This design comes from an exercise in tuning for small area, a short achievable clock period and few clock cycles per item on the open sky130 flow, not from production work.
In this exercise RTL edits were held to simulation tests only and were not proved equivalent to the original.

==> flow/design.v <==
package ffwb_pkg;
    localparam int FRAMES     = 32;
    localparam int COEFS      = 16;
    localparam int DEPTH      = FRAMES * COEFS;
    localparam int ADDR_W     = $clog2(DEPTH);
    localparam int PTR_W      = $clog2(FRAMES);
    localparam int CMD_W      = 2;
    localparam int COEF_IDX_W = 4;
    localparam int OFS_W      = 5;
    localparam int VAL_W      = 8;
    localparam int QDEPTH     = 4;
    localparam logic [CMD_W-1:0] CMD_WRITE   = 2'd0;
    localparam logic [CMD_W-1:0] CMD_COMMIT  = 2'd1;
    localparam logic [CMD_W-1:0] CMD_READ    = 2'd2;
    localparam logic [CMD_W-1:0] CMD_CONSUME = 2'd3;
endpackage
module ffwb_ram (
    input  logic        clk,
    input  logic [7:0]  wsel_lo_n,
    input  logic [7:0]  wsel_mid,
    input  logic [7:0]  wsel_hi,
    input  logic [63:0] rsel_lo,
    input  logic [7:0]  rsel_mid,
    input  logic [7:0]  wdata,
    output logic [63:0] blk_data     
);
    logic [4095:0] q;
    logic [7:0] sub [64];
    logic [7:0] blk [8];
    logic [63:0] row_we_n;    
    for (genvar r = 0; r < 64; r++)
    begin : g_row
        assign row_we_n[r] = !(wsel_hi[r / 8] && wsel_mid[r % 8]);
    end
    for (genvar w = 0; w < 512; w++)
    begin : g_word
        always_ff @(posedge clk)
        begin
            if (!(row_we_n[w / 8] || wsel_lo_n[w % 8]))
            begin
                q[w * 8 +: 8] <= wdata;
            end
        end
    end
    always_comb
    begin
        for (int s = 0; s < 64; s++)
        begin
            sub[s] = '0;
            for (int k = 0; k < 8; k++)
            begin
                sub[s] = sub[s] | ({8{rsel_lo[(s / 8) * 8 + k]}} & q[(s * 8 + k) * 8 +: 8]);
            end
        end
        for (int b = 0; b < 8; b++)
        begin
            blk[b] = '0;
            for (int m = 0; m < 8; m++)
            begin
                blk[b] = blk[b] | ({8{rsel_mid[m]}} & sub[b * 8 + m]);
            end
        end
    end
    always_ff @(posedge clk)
    begin
        for (int b = 0; b < 8; b++)
        begin
            blk_data[b * 8 +: 8] <= blk[b];
        end
    end
endmodule
import ffwb_pkg::*;
module ffwb_ctrl (
    input  logic        clk,
    input  logic        rst_n,
    input  logic        accept,
    input  logic [1:0]  cmd,
    input  logic [3:0]  coef_index,
    input  logic [4:0]  frame_offset,
    output logic [7:0]  wsel_lo_n,
    output logic [7:0]  wsel_mid,
    output logic [7:0]  wsel_hi,
    output logic [63:0] rsel_lo,
    output logic [7:0]  rsel_mid,
    output logic        ready_res,
    output logic        filled
);
    logic [4:0] wp;
    logic [4:0] lp1;         
    logic       filled_q;
    logic [4:0] frame;
    logic [8:0] addr;
    logic       rd;
    assign rd    = (cmd == CMD_READ);
    assign frame = rd ? (wp + frame_offset) : wp;
    assign addr  = {frame, coef_index};
    always_ff @(posedge clk or negedge rst_n)
    begin
        if (!rst_n)
        begin
            wp       <= '0;
            lp1      <= 5'd1;
            filled_q <= 1'b0;
        end
        else if (accept)
        begin
            if (cmd == CMD_COMMIT)
            begin
                wp <= wp + 5'd1;
                if (wp == 5'd31)
                begin
                    filled_q <= 1'b1;
                end
            end
            if (cmd == CMD_CONSUME)
            begin
                lp1 <= wp;
            end
        end
    end
    always_ff @(posedge clk)
    begin
        for (int i = 0; i < 8; i++)
        begin
            wsel_lo_n[i] <= (addr[2:0] != 3'(i));
            wsel_mid[i]  <= (addr[5:3] == 3'(i));
            wsel_hi[i]   <= accept && (cmd == CMD_WRITE) && (addr[8:6] == 3'(i));
            rsel_mid[i]  <= rd && (addr[5:3] == 3'(i));
        end
        for (int i = 0; i < 64; i++)
        begin
            rsel_lo[i]   <= ({addr[8:6], addr[2:0]} == 6'(i));
        end
    end
    assign ready_res = filled_q && (wp != lp1);
    assign filled    = filled_q;
endmodule
import ffwb_pkg::*;
module ffwb_out (
    input  logic        clk,
    input  logic        rst_n,
    input  logic        accept,
    input  logic        s1_valid,
    input  logic        s1_ready_res,
    input  logic        s1_filled,
    input  logic [63:0] blk_data,
    output logic        req_ready,
    input  logic        res_ready,
    output logic        res_valid,
    output logic [7:0]  res_read_value,
    output logic        res_ready_res,
    output logic        res_filled
);
    localparam int CW = $clog2(QDEPTH + 1);
    logic          s2_valid;
    logic [1:0]    s2_stat;
    logic [7:0]    s2_val;
    logic [9:0]    s2_res;
    logic [9:0]    qd [QDEPTH];
    logic [QDEPTH-1:0] qv;
    logic [CW-1:0] cnt;
    logic [CW-1:0] cnt_next;
    logic          take;
    logic          ready_q;
    logic [9:0]    head_next;
    logic [9:0]    out_q;
    always_ff @(posedge clk or negedge rst_n)
    begin
        if (!rst_n)
        begin
            s2_valid <= 1'b0;
        end
        else
        begin
            s2_valid <= s1_valid;
        end
    end
    always_ff @(posedge clk)
    begin
        s2_stat    <= {s1_ready_res, s1_filled};
    end
    always_comb
    begin
        s2_val = '0;
        for (int b = 0; b < 8; b++)
        begin
            s2_val = s2_val | blk_data[b * 8 +: 8];
        end
    end
    assign s2_res = {s2_val, s2_stat};
    assign take = qv[0] && res_ready;
    always_ff @(posedge clk or negedge rst_n)
    begin
        if (!rst_n)
        begin
            qv <= '0;
        end
        else
        begin
            for (int i = 0; i < QDEPTH; i++)
            begin
                if (take)
                begin
                    qv[i] <= (i + 1 < QDEPTH && qv[(i + 1) % QDEPTH]) || (s2_valid && qv[i]);
                end
                else
                begin
                    qv[i] <= qv[i] || (s2_valid && (i == 0 || qv[(i + QDEPTH - 1) % QDEPTH]));
                end
            end
        end
    end
    always_ff @(posedge clk)
    begin
        for (int i = 0; i < QDEPTH; i++)
        begin
            if (take)
            begin
                if (i + 1 < QDEPTH && qv[(i + 1) % QDEPTH])
                begin
                    qd[i] <= qd[(i + 1) % QDEPTH];
                end
                else
                begin
                    qd[i] <= s2_res;
                end
            end
            else if (!qv[i] && (i == 0 ? s2_valid : qv[(i + QDEPTH - 1) % QDEPTH]))
            begin
                qd[i] <= s2_res;
            end
        end
    end
    assign head_next = (take && qv[1]) ? qd[1] : s2_res;
    always_ff @(posedge clk)
    begin
        out_q <= (take || !qv[0]) ? head_next : qd[0];
    end
    assign cnt_next = cnt + CW'(accept) - CW'(take);
    always_ff @(posedge clk or negedge rst_n)
    begin
        if (!rst_n)
        begin
            cnt <= '0;
        end
        else
        begin
            cnt <= cnt_next;
        end
    end
    always_ff @(posedge clk)
    begin
        ready_q <= (cnt_next < CW'(QDEPTH));
    end
    assign req_ready      = ready_q;
    assign res_valid      = qv[0];
    assign res_read_value = out_q[9:2];
    assign res_ready_res  = out_q[1];
    assign res_filled     = out_q[0];
endmodule
import ffwb_pkg::*;
module feature_frame_window_buffer_core (
    input  logic       clk,
    input  logic       rst_n,
    input  logic       req_valid,
    output logic       req_ready,
    input  logic [1:0] req_cmd,
    input  logic [3:0] req_coef_index,
    input  logic [4:0] req_frame_offset,
    input  logic [7:0] req_coef_value,
    output logic       res_valid,
    input  logic       res_ready,
    output logic [7:0] res_read_value,
    output logic       res_ready_res,
    output logic       res_filled
);
    logic        accept;
    logic        s1_valid;
    logic [7:0]  s1_wdata;
    logic [7:0]  wsel_lo_n;
    logic [7:0]  wsel_mid;
    logic [7:0]  wsel_hi;
    logic [63:0] rsel_lo;
    logic [7:0]  rsel_mid;
    logic        ready_res;
    logic        filled;
    logic [63:0] blk_data;
    assign accept = req_valid && req_ready;
    always_ff @(posedge clk or negedge rst_n)
    begin
        if (!rst_n)
        begin
            s1_valid <= 1'b0;
        end
        else
        begin
            s1_valid <= accept;
        end
    end
    always_ff @(posedge clk)
    begin
        s1_wdata <= req_coef_value;
    end
    ffwb_ctrl u_ctrl (
        .clk          (clk),
        .rst_n        (rst_n),
        .accept       (accept),
        .cmd          (req_cmd),
        .coef_index   (req_coef_index),
        .frame_offset (req_frame_offset),
        .wsel_lo_n    (wsel_lo_n),
        .wsel_mid     (wsel_mid),
        .wsel_hi      (wsel_hi),
        .rsel_lo      (rsel_lo),
        .rsel_mid     (rsel_mid),
        .ready_res    (ready_res),
        .filled       (filled)
    );
    ffwb_ram u_store (
        .clk       (clk),
        .wsel_lo_n (wsel_lo_n),
        .wsel_mid  (wsel_mid),
        .wsel_hi   (wsel_hi),
        .rsel_lo   (rsel_lo),
        .rsel_mid  (rsel_mid),
        .wdata     (s1_wdata),
        .blk_data  (blk_data)
    );
    ffwb_out u_out (
        .clk            (clk),
        .rst_n          (rst_n),
        .accept         (accept),
        .s1_valid       (s1_valid),
        .s1_ready_res   (ready_res),
        .s1_filled      (filled),
        .blk_data       (blk_data),
        .req_ready      (req_ready),
        .res_ready      (res_ready),
        .res_valid      (res_valid),
        .res_read_value (res_read_value),
        .res_ready_res  (res_ready_res),
        .res_filled     (res_filled)
    );
endmodule
Settings: LEC_CHECK=0, CAP_MARGIN=20, CORE_MARGIN=2, CORE_UTILIZATION=65, CTS_CLUSTER_DIAMETER=80, CTS_CLUSTER_SIZE=24, SETUP_SLACK_MARGIN=2.6, SLEW_MARGIN=20; clock period 5.0 ns.
run.sh (not shown) runs the stock make flow with config.mk's settings and CLKGATE_MAP_FILE= SYNTH_SCRIPT=/design/flow/synth_recipe.tcl, a recipe that flattens the netlist after the stock synthesis.
Testbench counts at the start, summed over its fixed seeds: cycles 24,024, items 24,000.
Next try:
SETUP_SLACK_MARGIN = 2.7   (was 2.6)
=> Global-route usage goes up by 0.26 points; hold slack stays flat; fmax climbs by 3.6%; synthesized cell count does not change.

## port drivers added, routing unchanged
Ports are ideal in the flow. The routed layouts listed here were re-timed in OpenROAD. Step 1: set_driving_cell puts a clkbuf_16 on clk and a buf_2 on each other input, an assumption about the parent block. Step 2 adds t to the input delays and takes it off the output delays; t is the mean of the earliest and latest rising clock arrival at the registers after step 1. Input paths then give back, and output paths get back, about the clock's delay inside the block. Three values: ideal ports, drivers, drivers and shift; two values: the first two.
| run | shift t [ns] | setup slack, ns | worst hold slack (ns) |
|---|---|---|---|
| the first run | 0.962 | 2.465 / 2.465 / 1.767 | 0.355 / 0.355 / 0.355 |
| the second run | 0.965 | 2.552 / 2.500 / 1.654 | 0.355 / 0.355 / 0.355 |
After both steps every run listed still meets setup and hold. The setup slack of the second run, which loses most, moves by -0.052 ns with the drivers and by -0.898 ns with both steps.
